What follows belongs to an exercise in optimizing a design on an open flow for small area, a short achievable clock period and few clock cycles; a production flow would make more cautious choices.
The RTL was checked by simulation tests, not by an equivalence proof against the original design.

==> build 16: inputs <==
==> flow/design.v <==
package rv_core_pkg;
    typedef logic [64-1:0] xlen_t;
    typedef logic [32-1:0] instr_t;
    typedef logic [5-1:0] reg_idx_t;
    typedef logic [6:0] opcode_t;
endpackage
`timescale 1ns/10ps
module ins_accept (
    input  logic                  c_clk,
    input  logic                  c_rst_n,
    input  logic                  ins_req_i,
    input  rv_core_pkg::instr_t   ins_i,
    output logic                  ins_ack_o,
    output logic                  s1_o,       
    output logic                  s2_o,       
    output rv_core_pkg::instr_t   ins_o,
    output rv_core_pkg::reg_idx_t idx_next_o,  
    output logic [63:2]           pc_o        
);
    logic ack;
    logic accept;
    assign accept    = ins_req_i && !ack;
    assign ins_ack_o = ack;
    assign idx_next_o = accept ? ins_i[19:15] : ins_o[24:20];
    always_ff @(posedge c_clk or negedge c_rst_n) begin
        if (!c_rst_n) begin
            ack  <= 1'b0;
            s1_o <= 1'b0;
            s2_o <= 1'b0;
            pc_o <= '0;
        end else begin
            ack  <= ins_req_i;
            s1_o <= accept;
            s2_o <= s1_o;
            if (s1_o) pc_o <= pc_o + 62'd1;
        end
    end
    always_ff @(posedge c_clk) begin
        if (accept) ins_o <= ins_i;
    end
endmodule
`timescale 1ns/10ps
module regfile (
    input  logic                  c_clk,
    input  logic                  c_rst_n,
    input  rv_core_pkg::reg_idx_t rs_next_i,   
    output rv_core_pkg::xlen_t    rs_data_o,
    input  logic [32-1:1] we_i,      
    input  rv_core_pkg::xlen_t    rd_data_i
);
    rv_core_pkg::xlen_t regs [1:32-1];
    logic [32-1:1] vld;
    rv_core_pkg::xlen_t raw;
    logic [32-1:1] sel;
    always_ff @(posedge c_clk) begin
        for (int i = 1; i < 32; i++) begin
            sel[i] <= (rs_next_i == i) && (vld[i] || we_i[i]);
        end
    end
    always_comb begin
        raw = '0;
        for (int i = 1; i < 32; i++) raw = raw | ({64{sel[i]}} & regs[i]);
    end
    assign rs_data_o = raw;
    always_ff @(posedge c_clk or negedge c_rst_n) begin
        if (!c_rst_n) begin
            vld <= '0;
        end else begin
            vld <= vld | we_i;
        end
    end
    always_ff @(posedge c_clk) begin
        for (int i = 1; i < 32; i++) begin
            if (we_i[i]) regs[i] <= rd_data_i;
        end
    end
endmodule
`timescale 1ns/10ps
module decode_stage (
    input  logic                  c_clk,
    input  logic                  c_rst_n,
    input  logic                  s1_i,
    input  logic                  s2_i,
    input  rv_core_pkg::instr_t   ins_i,
    input  logic [63:2]           pc_i,
    input  rv_core_pkg::xlen_t    rs_data_i,
    input  logic                  x2_wr_i,
    input  rv_core_pkg::reg_idx_t x2_rd_i,
    input  rv_core_pkg::xlen_t    x2_res_i,
    output rv_core_pkg::xlen_t    x_a_o,
    output rv_core_pkg::xlen_t    x_b_o,      
    output logic                  x_wr_o,     
    output rv_core_pkg::reg_idx_t x_rd_o,
    output logic [2:0]            x_f3_o,
    output logic                  x_sub_o,    
    output logic                  x_w_o,
    output logic                  x_add_o,
    output logic                  x_sl_o,     
    output logic                  x_sw_o,     
    output logic                  x_sa_o,     
    output logic [5:0]            x_sh_o      
);
    rv_core_pkg::opcode_t  opcode;
    rv_core_pkg::reg_idx_t rs1, rs2, rd;
    logic fwd_a, fwd_b;
    rv_core_pkg::xlen_t rs_val;
    logic is_rr, is_w, is_upper, is_lui, is_auipc, supported;
    logic [2:0] f3;
    logic sub;
    rv_core_pkg::xlen_t b_val;
    rv_core_pkg::xlen_t a_hold;    
    assign opcode   = ins_i[6:0];
    assign rd       = ins_i[11:7];
    assign rs1      = ins_i[19:15];
    assign rs2      = ins_i[24:20];
    assign is_lui   = (opcode == 7'b0110111);
    assign is_auipc = (opcode == 7'b0010111);
    assign is_upper = is_lui || is_auipc;
    assign is_rr    = (opcode == 7'b0110011) || (opcode == 7'b0111011);
    assign is_w     = (opcode == 7'b0011011) || (opcode == 7'b0111011);
    assign supported = is_rr || is_upper
                     || (opcode == 7'b0010011) || (opcode == 7'b0011011);
    assign f3       = is_upper ? 3'b000 : ins_i[14:12];
    assign sub      = (f3 == 3'b010) || (f3 == 3'b011) || ((f3 == 3'b000) && is_rr && ins_i[30]);
    assign b_val    = (is_rr && fwd_b) ? x2_res_i
                    : is_rr    ? rs_data_i
                    : is_upper ? {{32{ins_i[31]}}, ins_i[31:12], 12'b0}
                    : {{52{ins_i[31]}}, ins_i[31:20]};
    assign fwd_a    = x2_wr_i && (x2_rd_i == rs1);
    assign fwd_b    = x2_wr_i && (x2_rd_i == rs2);
    always_ff @(posedge c_clk) begin
        if (s1_i) begin
            a_hold <= is_lui   ? '0
                    : is_auipc ? {pc_i, 2'b00}
                    : fwd_a    ? x2_res_i
                    : rs_data_i;
        end
        x_a_o   <= (fwd_a && !is_upper) ? x2_res_i : a_hold;
        x_b_o   <= b_val ^ {64{sub}};
        x_rd_o  <= rd;
        x_f3_o  <= f3;
        x_sub_o <= sub;
        x_w_o   <= is_w;
        x_add_o <= (f3 == 3'b000) || (f3 == 3'b010) || (f3 == 3'b011);
        x_sl_o  <= (f3 == 3'b001);
        x_sw_o  <= is_w && (f3 == 3'b101);
        x_sa_o  <= (f3 == 3'b101) && ins_i[30];
        x_sh_o  <= {b_val[5] && !is_w, b_val[4:0]};
    end
    always_ff @(posedge c_clk or negedge c_rst_n) begin
        if (!c_rst_n) begin
            x_wr_o <= 1'b0;
        end else begin
            x_wr_o <= s2_i && supported && (rd != '0);
        end
    end
endmodule
`timescale 1ns/10ps
module execute_stage (
    input  logic                  c_clk,
    input  logic                  c_rst_n,
    input  rv_core_pkg::xlen_t    x_a_i,
    input  rv_core_pkg::xlen_t    x_b_i,
    input  logic                  x_wr_i,
    input  rv_core_pkg::reg_idx_t x_rd_i,
    input  logic [2:0]            x_f3_i,
    input  logic                  x_sub_i,
    input  logic                  x_w_i,
    input  logic                  x_add_i,    
    input  logic                  x_sl_i,
    input  logic                  x_sw_i,
    input  logic                  x_sa_i,
    input  logic [5:0]            x_sh_i,
    output logic [32-1:1] rf_we_o,    
    output rv_core_pkg::xlen_t    rf_data_o,
    output logic                  x2_wr_o,
    output rv_core_pkg::reg_idx_t x2_rd_o,
    output logic                  wb_valid_o,
    output rv_core_pkg::reg_idx_t wb_rd_o,
    output rv_core_pkg::xlen_t    wb_data_o
);
    function automatic rv_core_pkg::xlen_t rev64(input rv_core_pkg::xlen_t v);
        for (int i = 0; i < 64; i++) rev64[i] = v[63-i];
    endfunction
    rv_core_pkg::xlen_t a, bx, pg, gg, src, t, sres;
    logic [32:0] sum_lo;
    logic [31:0] hg, hp, ng, np, hi0, hi1;
    logic        fill;
    logic [5:0]  sh;
    rv_core_pkg::xlen_t p;
    assign a      = x_a_i;
    assign bx     = x_b_i;
    assign pg     = a ^ bx;
    assign gg     = a & bx;
    assign sum_lo = {1'b0, a[31:0]} + {1'b0, bx[31:0]} + {32'b0, x_sub_i};
    always_comb begin
        hg = gg[63:32];
        hp = pg[63:32];
        for (int l = 0; l < 5; l++) begin
            for (int i = 0; i < 32; i++) begin
                if (i >= (1 << l)) begin
                    ng[i] = hg[i] | (hp[i] & hg[i - (1 << l)]);
                    np[i] = hp[i] & hp[i - (1 << l)];
                end else begin
                    ng[i] = hg[i];
                    np[i] = hp[i];
                end
            end
            hg = ng;
            hp = np;
        end
    end
    assign hi0 = pg[63:32] ^ {hg[30:0], 1'b0};
    assign hi1 = pg[63:32] ^ {hg[30:0] | hp[30:0], 1'b1};
    assign sh    = x_sh_i;
    assign src   = x_sl_i ? rev64(a)
                 : x_sw_i ? {{32{x_sa_i & a[31]}}, a[31:0]}
                 : a;
    assign fill  = x_sa_i && (x_sw_i ? a[31] : a[63]);
    always_comb begin
        t = src;
        if (sh[5]) t = {{32{fill}}, t[63:32]};
        if (sh[4]) t = {{16{fill}}, t[63:16]};
        if (sh[3]) t = {{8{fill}},  t[63:8]};
        if (sh[2]) t = {{4{fill}},  t[63:4]};
        if (sh[1]) t = {{2{fill}},  t[63:2]};
        if (sh[0]) t = {fill,       t[63:1]};
    end
    assign sres = x_sl_i ? rev64(t) : t;
    rv_core_pkg::xlen_t oth;
    always_comb begin
        case (x_f3_i)
            3'b001, 3'b101: oth = sres;
            3'b100:         oth = pg;
            3'b110:         oth = pg | gg;
            3'b111:         oth = gg;
            default:        oth = '0;
        endcase
    end
    assign p = oth | ({64{x_add_i}} & {hi0, sum_lo[31:0]});
    rv_core_pkg::xlen_t p2, r, res;
    logic [31:0] p2_hi1;
    logic        x2_add, x2_slt, x2_uns, x2_c32, x2_co0, x2_co1, x2_sgn, x2_w;
    logic        ltu, lt;
    always_ff @(posedge c_clk) begin
        p2       <= p;
        p2_hi1   <= hi1;
        x2_rd_o  <= x_rd_i;
        x2_add   <= (x_f3_i == 3'b000);
        x2_slt   <= (x_f3_i == 3'b010) || (x_f3_i == 3'b011);
        x2_uns   <= x_f3_i[0];
        x2_c32   <= sum_lo[32];
        x2_co0   <= hg[31];
        x2_co1   <= hg[31] | hp[31];
        x2_sgn   <= a[63] ^ bx[63] ^ x_sub_i;
        x2_w     <= x_w_i;
    end
    always_ff @(posedge c_clk or negedge c_rst_n) begin
        if (!c_rst_n) begin
            x2_wr_o <= 1'b0;
        end else begin
            x2_wr_o <= x_wr_i;
        end
    end
    assign ltu = !(x2_c32 ? x2_co1 : x2_co0);
    assign lt  = x2_uns ? ltu : (ltu ^ x2_sgn);
    assign r   = x2_slt ? {63'b0, lt}
               : {(x2_add && x2_c32) ? p2_hi1 : p2[63:32], p2[31:0]};
    assign res = x2_w ? {{32{r[31]}}, r[31:0]} : r;
    always_ff @(posedge c_clk or negedge c_rst_n) begin
        if (!c_rst_n) begin
            rf_we_o <= '0;
        end else begin
            for (int i = 1; i < 32; i++) rf_we_o[i] <= x_wr_i && (x_rd_i == i);
        end
    end
    assign rf_data_o = res;
    always_ff @(posedge c_clk or negedge c_rst_n) begin
        if (!c_rst_n) begin
            wb_valid_o <= 1'b0;
        end else begin
            wb_valid_o <= x2_wr_o;
        end
    end
    always_ff @(posedge c_clk) begin
        wb_rd_o   <= x2_rd_o;
        wb_data_o <= res;
    end
endmodule
`timescale 1ns/10ps
module rv_core (
    input  logic                  c_clk,
    input  logic                  c_rst_n,
    input  logic                  ins_req_i,
    input  rv_core_pkg::instr_t   ins_i,
    output logic                  ins_ack_o,
    output logic                  wb_valid_o,
    output rv_core_pkg::reg_idx_t wb_rd_o,
    output rv_core_pkg::xlen_t    wb_data_o
);
    logic                  s1, s2;
    rv_core_pkg::instr_t   ins;
    rv_core_pkg::reg_idx_t idx;
    logic [63:2]           pc;
    rv_core_pkg::xlen_t    rs_data;
    rv_core_pkg::xlen_t    x_a, x_b;
    logic                  x_wr, x_sub, x_w, x_add, x_sl, x_sw, x_sa;
    logic [5:0]            x_sh;
    rv_core_pkg::reg_idx_t x_rd;
    logic [2:0]            x_f3;
    logic [31:1]           rf_we;
    rv_core_pkg::xlen_t    rf_data;
    logic                  x2_wr;
    rv_core_pkg::reg_idx_t x2_rd;
    ins_accept u_ins_accept (
        .c_clk      (c_clk),
        .c_rst_n    (c_rst_n),
        .ins_req_i  (ins_req_i),
        .ins_i      (ins_i),
        .ins_ack_o  (ins_ack_o),
        .s1_o       (s1),
        .s2_o       (s2),
        .ins_o      (ins),
        .idx_next_o (idx),
        .pc_o       (pc)
    );
    regfile u_regfile (
        .c_clk      (c_clk),
        .c_rst_n    (c_rst_n),
        .rs_next_i  (idx),
        .rs_data_o  (rs_data),
        .we_i       (rf_we),
        .rd_data_i  (rf_data)
    );
    decode_stage u_decode (
        .c_clk      (c_clk),
        .c_rst_n    (c_rst_n),
        .s1_i       (s1),
        .s2_i       (s2),
        .ins_i      (ins),
        .pc_i       (pc),
        .rs_data_i  (rs_data),
        .x2_wr_i    (x2_wr),
        .x2_rd_i    (x2_rd),
        .x2_res_i   (rf_data),
        .x_a_o      (x_a),
        .x_b_o      (x_b),
        .x_wr_o     (x_wr),
        .x_rd_o     (x_rd),
        .x_f3_o     (x_f3),
        .x_sub_o    (x_sub),
        .x_w_o      (x_w),
        .x_add_o    (x_add),
        .x_sl_o     (x_sl),
        .x_sw_o     (x_sw),
        .x_sa_o     (x_sa),
        .x_sh_o     (x_sh)
    );
    execute_stage u_execute (
        .c_clk      (c_clk),
        .c_rst_n    (c_rst_n),
        .x_a_i      (x_a),
        .x_b_i      (x_b),
        .x_wr_i     (x_wr),
        .x_rd_i     (x_rd),
        .x_f3_i     (x_f3),
        .x_sub_i    (x_sub),
        .x_w_i      (x_w),
        .x_add_i    (x_add),
        .x_sl_i     (x_sl),
        .x_sw_i     (x_sw),
        .x_sa_i     (x_sa),
        .x_sh_i     (x_sh),
        .rf_we_o    (rf_we),
        .rf_data_o  (rf_data),
        .x2_wr_o    (x2_wr),
        .x2_rd_o    (x2_rd),
        .wb_valid_o (wb_valid_o),
        .wb_rd_o    (wb_rd_o),
        .wb_data_o  (wb_data_o)
    );
endmodule
==> flow/run.sh <==
#!/bin/bash
# synth_recipe.tcl (not shown) runs the flow's synth.tcl, then flattens the netlist and writes it again
# the make line also repeats each setting of config.mk as NAME=value (left out here)
make -C /OpenROAD-flow-scripts/flow DESIGN_CONFIG=/design/flow/config.mk WORK_HOME=/design/flow/orfs CLKGATE_MAP_FILE= SYNTH_SCRIPT=/design/flow/synth_recipe.tcl finish
==> flow/config.mk <==
export PLATFORM = sky130hd
export DESIGN_NAME = rv_core
export DESIGN_NICKNAME = rv_core
export VERILOG_FILES = /design/flow/design.v
export SDC_FILE = /design/flow/constraint.sdc
export NUM_CORES = 4
export LEC_CHECK = 0
export CAP_MARGIN = 20
export CELL_PAD_IN_SITES_DETAIL_PLACEMENT = 0
export CELL_PAD_IN_SITES_GLOBAL_PLACEMENT = 1
export CORE_MARGIN = 2
export CORE_UTILIZATION = 55
export CTS_CLUSTER_DIAMETER = 60
export CTS_CLUSTER_SIZE = 30
export SETUP_SLACK_MARGIN = 3.2
export SLEW_MARGIN = 20
export TNS_END_PERCENT = 5
==> flow/constraint.sdc <==
create_clock -name core_clock -period 6.0 [get_ports {c_clk}]
set_input_delay 1.2000 -clock core_clock [delete_from_list [all_inputs] [get_ports {c_clk}]]
set_output_delay 1.2000 -clock core_clock [all_outputs]
set_load 0.01 [all_outputs]
==> build 63: changes against build 16 <==
--- a/flow/design.v
+++ b/flow/design.v
@@ -19,6 +19,33 @@
 );
     logic ack;
     logic accept;
+    logic [7:0]  grp_ones;      
+    logic [7:0]  cin_grp;       
+    logic [63:2] pc_inc;
+    always_comb begin
+        for (int k = 0; k < 8; k++) begin
+            grp_ones[k] = 1'b1;
+            for (int i = 0; i < 8; i++) begin
+                if (8 * k + i < 62) grp_ones[k] = grp_ones[k] & pc_o[2 + 8 * k + i];
+            end
+        end
+    end
+    always_ff @(posedge c_clk) begin
+        for (int k = 0; k < 8; k++) begin
+            cin_grp[k] <= 1'b1;
+            for (int j = 0; j < k; j++) begin
+                if (!grp_ones[j]) cin_grp[k] <= 1'b0;
+            end
+        end
+    end
+    always_comb begin
+        for (int i = 0; i < 62; i++) begin
+            logic c;
+            c = cin_grp[i / 8];
+            for (int j = 8 * (i / 8); j < i; j++) c = c & pc_o[2 + j];
+            pc_inc[2 + i] = pc_o[2 + i] ^ c;
+        end
+    end
     assign accept    = ins_req_i && !ack;
     assign ins_ack_o = ack;
     assign idx_next_o = accept ? ins_i[19:15] : ins_o[24:20];
@@ -32,7 +59,7 @@
             ack  <= ins_req_i;
             s1_o <= accept;
             s2_o <= s1_o;
-            if (s1_o) pc_o <= pc_o + 62'd1;
+            if (s1_o) pc_o <= pc_inc;
         end
     end
     always_ff @(posedge c_clk) begin
@@ -141,7 +168,7 @@
         x_f3_o  <= f3;
         x_sub_o <= sub;
         x_w_o   <= is_w;
-        x_add_o <= (f3 == 3'b000) || (f3 == 3'b010) || (f3 == 3'b011);
+        x_add_o <= (f3 == 3'b000);
         x_sl_o  <= (f3 == 3'b001);
         x_sw_o  <= is_w && (f3 == 3'b101);
         x_sa_o  <= (f3 == 3'b101) && ins_i[30];
@@ -182,7 +209,7 @@
     function automatic rv_core_pkg::xlen_t rev64(input rv_core_pkg::xlen_t v);
         for (int i = 0; i < 64; i++) rev64[i] = v[63-i];
     endfunction
-    rv_core_pkg::xlen_t a, bx, pg, gg, src, t, sres;
+    rv_core_pkg::xlen_t a, bx, pg, gg, src, t;
     logic [32:0] sum_lo;
     logic [31:0] hg, hp, ng, np, hi0, hi1;
     logic        fill;
@@ -226,11 +253,10 @@
         if (sh[1]) t = {{2{fill}},  t[63:2]};
         if (sh[0]) t = {fill,       t[63:1]};
     end
-    assign sres = x_sl_i ? rev64(t) : t;
     rv_core_pkg::xlen_t oth;
     always_comb begin
         case (x_f3_i)
-            3'b001, 3'b101: oth = sres;
+            3'b001, 3'b101: oth = t;    
             3'b100:         oth = pg;
             3'b110:         oth = pg | gg;
             3'b111:         oth = gg;
@@ -240,12 +266,13 @@
     assign p = oth | ({64{x_add_i}} & {hi0, sum_lo[31:0]});
     rv_core_pkg::xlen_t p2, r, res;
     logic [31:0] p2_hi1;
-    logic        x2_add, x2_slt, x2_uns, x2_c32, x2_co0, x2_co1, x2_sgn, x2_w;
+    logic        x2_sl, x2_add, x2_slt, x2_uns, x2_c32, x2_co0, x2_co1, x2_sgn, x2_w;
     logic        ltu, lt;
     always_ff @(posedge c_clk) begin
         p2       <= p;
         p2_hi1   <= hi1;
         x2_rd_o  <= x_rd_i;
+        x2_sl    <= x_sl_i;
         x2_add   <= (x_f3_i == 3'b000);
         x2_slt   <= (x_f3_i == 3'b010) || (x_f3_i == 3'b011);
         x2_uns   <= x_f3_i[0];
@@ -264,8 +291,8 @@
     end
     assign ltu = !(x2_c32 ? x2_co1 : x2_co0);
     assign lt  = x2_uns ? ltu : (ltu ^ x2_sgn);
-    assign r   = x2_slt ? {63'b0, lt}
-               : {(x2_add && x2_c32) ? p2_hi1 : p2[63:32], p2[31:0]};
+    assign r   = x2_sl  ? rev64(p2)
+               : {(x2_add && x2_c32) ? p2_hi1 : p2[63:32], p2[31:1], p2[0] | (x2_slt && lt)};
     assign res = x2_w ? {{32{r[31]}}, r[31:0]} : r;
     always_ff @(posedge c_clk or negedge c_rst_n) begin
         if (!c_rst_n) begin
Settings changed: CORE_UTILIZATION 55 to 65, TNS_END_PERCENT 5 to 40.
==> run notes <==
met1 wire length=between 100 and 150 mm; Post-Synth Simple-Gate Area=0.06647; Adder-Cell Fraction of Synth Area=0.02241; chip width=just over 400 um; post-synthesis net count=7,551; status=no timing/DRC/antenna violations; largest net degree at the start of global routing=128; proportion of synthesized area in mux cells=0.03177; PnR worst setup slack=2.779 ns
(the above is from build 63)
==> run notes <==
proportion of synthesized area in mux cells=0.03716; PnR worst setup slack=2.725 ns; Post-Synth Simple-Gate Area=0.06436; met1 wire length=155.6 mm; Adder-Cell Fraction of Synth Area=0.01595; chip width=440.8 um; status=no timing/DRC/antenna violations; largest net degree at the start of global routing=95; post-synthesis net count=7,440
(the above is from build 16)
Testbench counts of build 16, summed over its fixed seeds: cycles 48,024.
Testbench counts of build 63, summed over its fixed seeds: cycles 48,024.

-- port drivers added, routing unchanged --
The results above use ideal ports. As a check the final layouts listed here were re-extracted and re-timed, cells and wires unchanged. Step 1, drivers: a clkbuf_16 drives c_clk and a buf_2 each remaining input, both assumed. Step 2, shift: input delay + t, output delay - t, t = (earliest + latest rising clock arrival at the registers) / 2. This alone moves slack from input paths to output paths. Three values: ideal ports, drivers, drivers and shift; two values: the first two.
run | t (ns) | setup WS [ns] | cell pins on the clock port's net
build 16 | 0.945 | 2.725 / 2.725 / 2.205 | 1
build 63 | 0.918 | 2.779 / 2.779 / 2.356 | 1
After both steps setup and hold are still met in every run listed. For build 16, which loses most, drivers alone change the setup slack by 0.000 ns; drivers and shift together by -0.520 ns.
